Source: an optimization exercise on an open RTL-to-GDS flow (aim: small area, a short achievable clock period and few clock cycles per item). Production flows keep margins and buffers that such runs may drop.
In this exercise RTL edits were held to simulation tests only and were not proved equivalent to the original.
Power and IR drop assume default switching activity.

Setup of the baseline:
Design gaussian_elim_engine, start of the top module:
module gaussian_elim_engine (
    input  logic        clk,
    input  logic        rst,
    input  logic        start,
    output logic        busy,
    output logic        done,
    output logic        c_rd_en,
    output logic [3:0]  c_rd_addr,
    input  logic [31:0] c_rd_data,
    output logic        a_rd_en,
    output logic [7:0]  a_rd_addr,
    input  logic [31:0] a_rd_data,
    output logic        b_rd_en,
    output logic [7:0]  b_rd_addr,
    input  logic [31:0] b_rd_data,
    output logic        st_en,
    output logic [7:0]  st_addr,
    output logic [31:0] st_data
);
Size: about 1900 cells after synthesis, ~290 flip-flops, roughly 170 I/O pins, about 21000 um2 of cells after synthesis.
clock: 10.0 ns
lec_check: 0
cap_margin: 20
core_margin: 2
core_utilization: 40
setup_slack_margin: 5
slew_margin: 20
synth_hierarchical: 1
synth_minimum_keep_size: 0
standard.sh (not shown) runs the stock make flow with config.mk's settings and CLKGATE_MAP_FILE= SYNTH_SCRIPT=/design/flow/synth_recipe.tcl, a recipe that flattens the netlist after the stock synthesis.
==> flow/flow/run.sh <==
#!/bin/bash
# The standard layout (standard.sh), with the port buffers that ORFS adds
# made of sky130_fd_sc_hd__buf_2 cells instead of the default pick.
set -euo pipefail
sed 's|"\${@:-finish}"|BUFFER_PORTS_ARGS="-buffer_cell sky130_fd_sc_hd__buf_2" "${@:-finish}"|' standard.sh > standard_bufports.sh
grep -q BUFFER_PORTS_ARGS standard_bufports.sh
bash standard_bufports.sh > standard.log 2>&1
The baseline ran to completion and came out clean on the timing, DRC and antenna checks.
Testbench counts of the baseline, summed over its fixed seeds: cycles 16,696, runs 64.
#### Input delta (the candidate over the baseline)
==> flow/flow/run.sh <==
#!/bin/bash
# The standard layout (standard.sh), with the port buffers that ORFS adds
# made of sky130_fd_sc_hd__buf_1 cells instead of the default pick.
set -euo pipefail
sed 's|"\${@:-finish}"|BUFFER_PORTS_ARGS="-buffer_cell sky130_fd_sc_hd__buf_1" "${@:-finish}"|' standard.sh > standard_bufports.sh
grep -q BUFFER_PORTS_ARGS standard_bufports.sh
bash standard_bufports.sh > standard.log 2>&1
--- a/flow/config.mk
+++ b/flow/config.mk
@@ -10 +10 @@
-export CORE_UTILIZATION = 40
+export CORE_UTILIZATION = 60
[summary]
The candidate finished every stage and its layout cleared the timing, DRC and antenna checks.
On total number of vias, the candidate does worse than the baseline.
Changes observed in the candidate relative to the baseline: area of placed instances decreased 500 um2; clock skew now sits lower; horizontal die dimension now smaller; netlist area before placement ~0 delta.

========
Setup of job 7849:
Another version of the RTL of gaussian_elim_engine (not shown whole).
Size: ~1900 cells after synthesis, ~290 flip-flops.
export LEC_CHECK = 0
export CAP_MARGIN = 20
export CORE_MARGIN = 2
export CORE_UTILIZATION = 40
export SETUP_SLACK_MARGIN = 5
export SLEW_MARGIN = 20
export SYNTH_HIERARCHICAL = 1
export SYNTH_MINIMUM_KEEP_SIZE = 0
create_clock -name core_clock -period 10.0 [get_ports {clk}]
==> flow/flow/run.sh <==
#!/bin/bash
# The standard layout (standard.sh), with the port buffers that ORFS adds
# made of sky130_fd_sc_hd__buf_1 cells instead of the default pick.
set -euo pipefail
sed 's|"\${@:-finish}"|BUFFER_PORTS_ARGS="-buffer_cell sky130_fd_sc_hd__buf_1" "${@:-finish}"|' standard.sh > standard_bufports.sh
grep -q BUFFER_PORTS_ARGS standard_bufports.sh
bash standard_bufports.sh > standard.log 2>&1
No stage failed in job 7849, and the final checks on the layout all came back clean.
Testbench counts of job 7849, summed over its fixed seeds: cycles 16,696, runs 64.
--- input diff job 7849..job 8375 ---
==> flow/flow/run.sh <==
#!/bin/bash
# The standard layout (standard.sh) with two changes: the port buffers that
# ORFS adds are sky130_fd_sc_hd__buf_1 cells, and clock tree synthesis adds no
# dummy loads and clusters at most 40 sinks within 60 um.
set -euo pipefail
sed 's|"\${@:-finish}"|BUFFER_PORTS_ARGS="-buffer_cell sky130_fd_sc_hd__buf_1" CTS_ARGS="-sink_clustering_enable -repair_clock_nets -dont_use_dummy_load -sink_clustering_size 40 -sink_clustering_max_diameter 60" "${@:-finish}"|' standard.sh > standard_mod.sh
grep -q dont_use_dummy_load standard_mod.sh
bash standard_mod.sh > standard.log 2>&1
[summary]
When job 8375 is set beside job 7849, its cell area power density turns out to be 7.9 mW/mm2 smaller. Lower met1 wire length was reported by job 8375, not job 7849. Worst setup slack after layout deteriorates in job 8375 relative to job 7849. Compared with job 7849, in job 8375 total wire length after detailed routing fell about 1%, global routing met1 resource utilization went down 0.37 points. Final critical path time including I/O delays and setup (lower): job 7849.
> inputs changed (job 8375 -> job 5195)
==> flow/flow/run.sh <==
#!/bin/bash
# The standard layout (standard.sh) with two changes: the port buffers that
# ORFS adds are sky130_fd_sc_hd__buf_1 cells, and clock tree synthesis adds no
# dummy loads.
set -euo pipefail
sed 's|"\${@:-finish}"|BUFFER_PORTS_ARGS="-buffer_cell sky130_fd_sc_hd__buf_1" CTS_ARGS="-sink_clustering_enable -repair_clock_nets -dont_use_dummy_load" "${@:-finish}"|' standard.sh > standard_mod.sh
grep -q dont_use_dummy_load standard_mod.sh
bash standard_mod.sh > standard.log 2>&1
Job 5195 ends up with a synthesis-to-finish area growth that is 0.50 points higher than in job 8375. In job 5195, the worst hold slack came out 12 ps below the value in job 8375. Measured against each other, job 5195 and job 8375 differ in post-layout minimum cycle time, the lower figure coming from job 8375. Job 5195 and job 8375 ended up with roughly the same instance count along the most critical hold path. Job 5195 gives more met1 track utilization from global routing than job 8375 did. As far as count of flip-flops with a built-in enable after synthesis goes, job 5195 and job 8375 are indistinguishable; the numbers are identical. Job 5195 ends up with higher via count of the first global-routing pass than job 8375 does. Of job 5195 and job 8375, the lower number of levels in the clock H-tree belongs to job 8375. In the reports for job 5195 and job 8375, the smaller part of the total power dissipated in the clock network belongs to job 8375. Against job 8375, clock-buffer cell count in job 5195 rose by more than 10%.
Modified inputs, job 7274 compared to job 5195
==> flow/flow/run.sh <==
#!/bin/bash
# The standard layout (standard.sh) with two changes: the port buffers that
# ORFS adds are sky130_fd_sc_hd__buf_1 cells, and clock tree synthesis adds no
# dummy loads and clusters at most 30 sinks within 100 um.
set -euo pipefail
sed 's|"\${@:-finish}"|BUFFER_PORTS_ARGS="-buffer_cell sky130_fd_sc_hd__buf_1" CTS_ARGS="-sink_clustering_enable -repair_clock_nets -dont_use_dummy_load -sink_clustering_size 30 -sink_clustering_max_diameter 100" "${@:-finish}"|' standard.sh > standard_mod.sh
grep -q dont_use_dummy_load standard_mod.sh
bash standard_mod.sh > standard.log 2>&1
==> comparison <==
[compare] base=job 5195 new=job 7274: switching part of the total power went up 1.5 points, layout overhead on the synthesized area moved down, met2 layer usage reported by global route shrank by 0.37 points, total wire length after detailed routing moved down, internal power saw a decrease.
Job 7274 vs job 5195: net switching component of the power down slightly

==> static timing again, ports no longer ideal <==
The flow's constraints put no driver on any port. The routed layouts listed below were extracted and timed again, unchanged, in two steps.
Step 1, drivers: a clkbuf_16 drives clk and a buf_2 each remaining input, both assumed.
Step 2 also shifts input and output timing later by t, the mid clock arrival at the registers, as if the neighbouring blocks saw the same clock.
Slacks: ideal ports / drivers / drivers and shift; pairs: ideal ports / drivers.
run | shift t [ns] | slack for setup (ns) | worst setup path after step 2 | worst register clock-pin slew, ns | pins driven straight from the clock port
the baseline | 0.596 | 6.176 / 6.176 / 6.176 | register to register | 0.07 / 0.07 | 1
the candidate | 0.629 | 6.136 / 6.136 / 6.136 | register to register | 0.07 / 0.07 | 1
job 7849 | 0.623 | 6.199 / 6.199 / 6.199 | register to register | 0.06 / 0.06 | 1
job 8375 | 0.645 | 6.191 / 6.191 / 6.191 | register to register | 0.11 / 0.11 | 1
job 5195 | 0.595 | 6.181 / 6.181 / 6.181 | register to register | 0.06 / 0.06 | 1
job 7274 | 0.600 | 6.149 / 6.149 / 6.149 | register to register | 0.12 / 0.12 | 1
After both steps setup and hold are still met in every run listed.
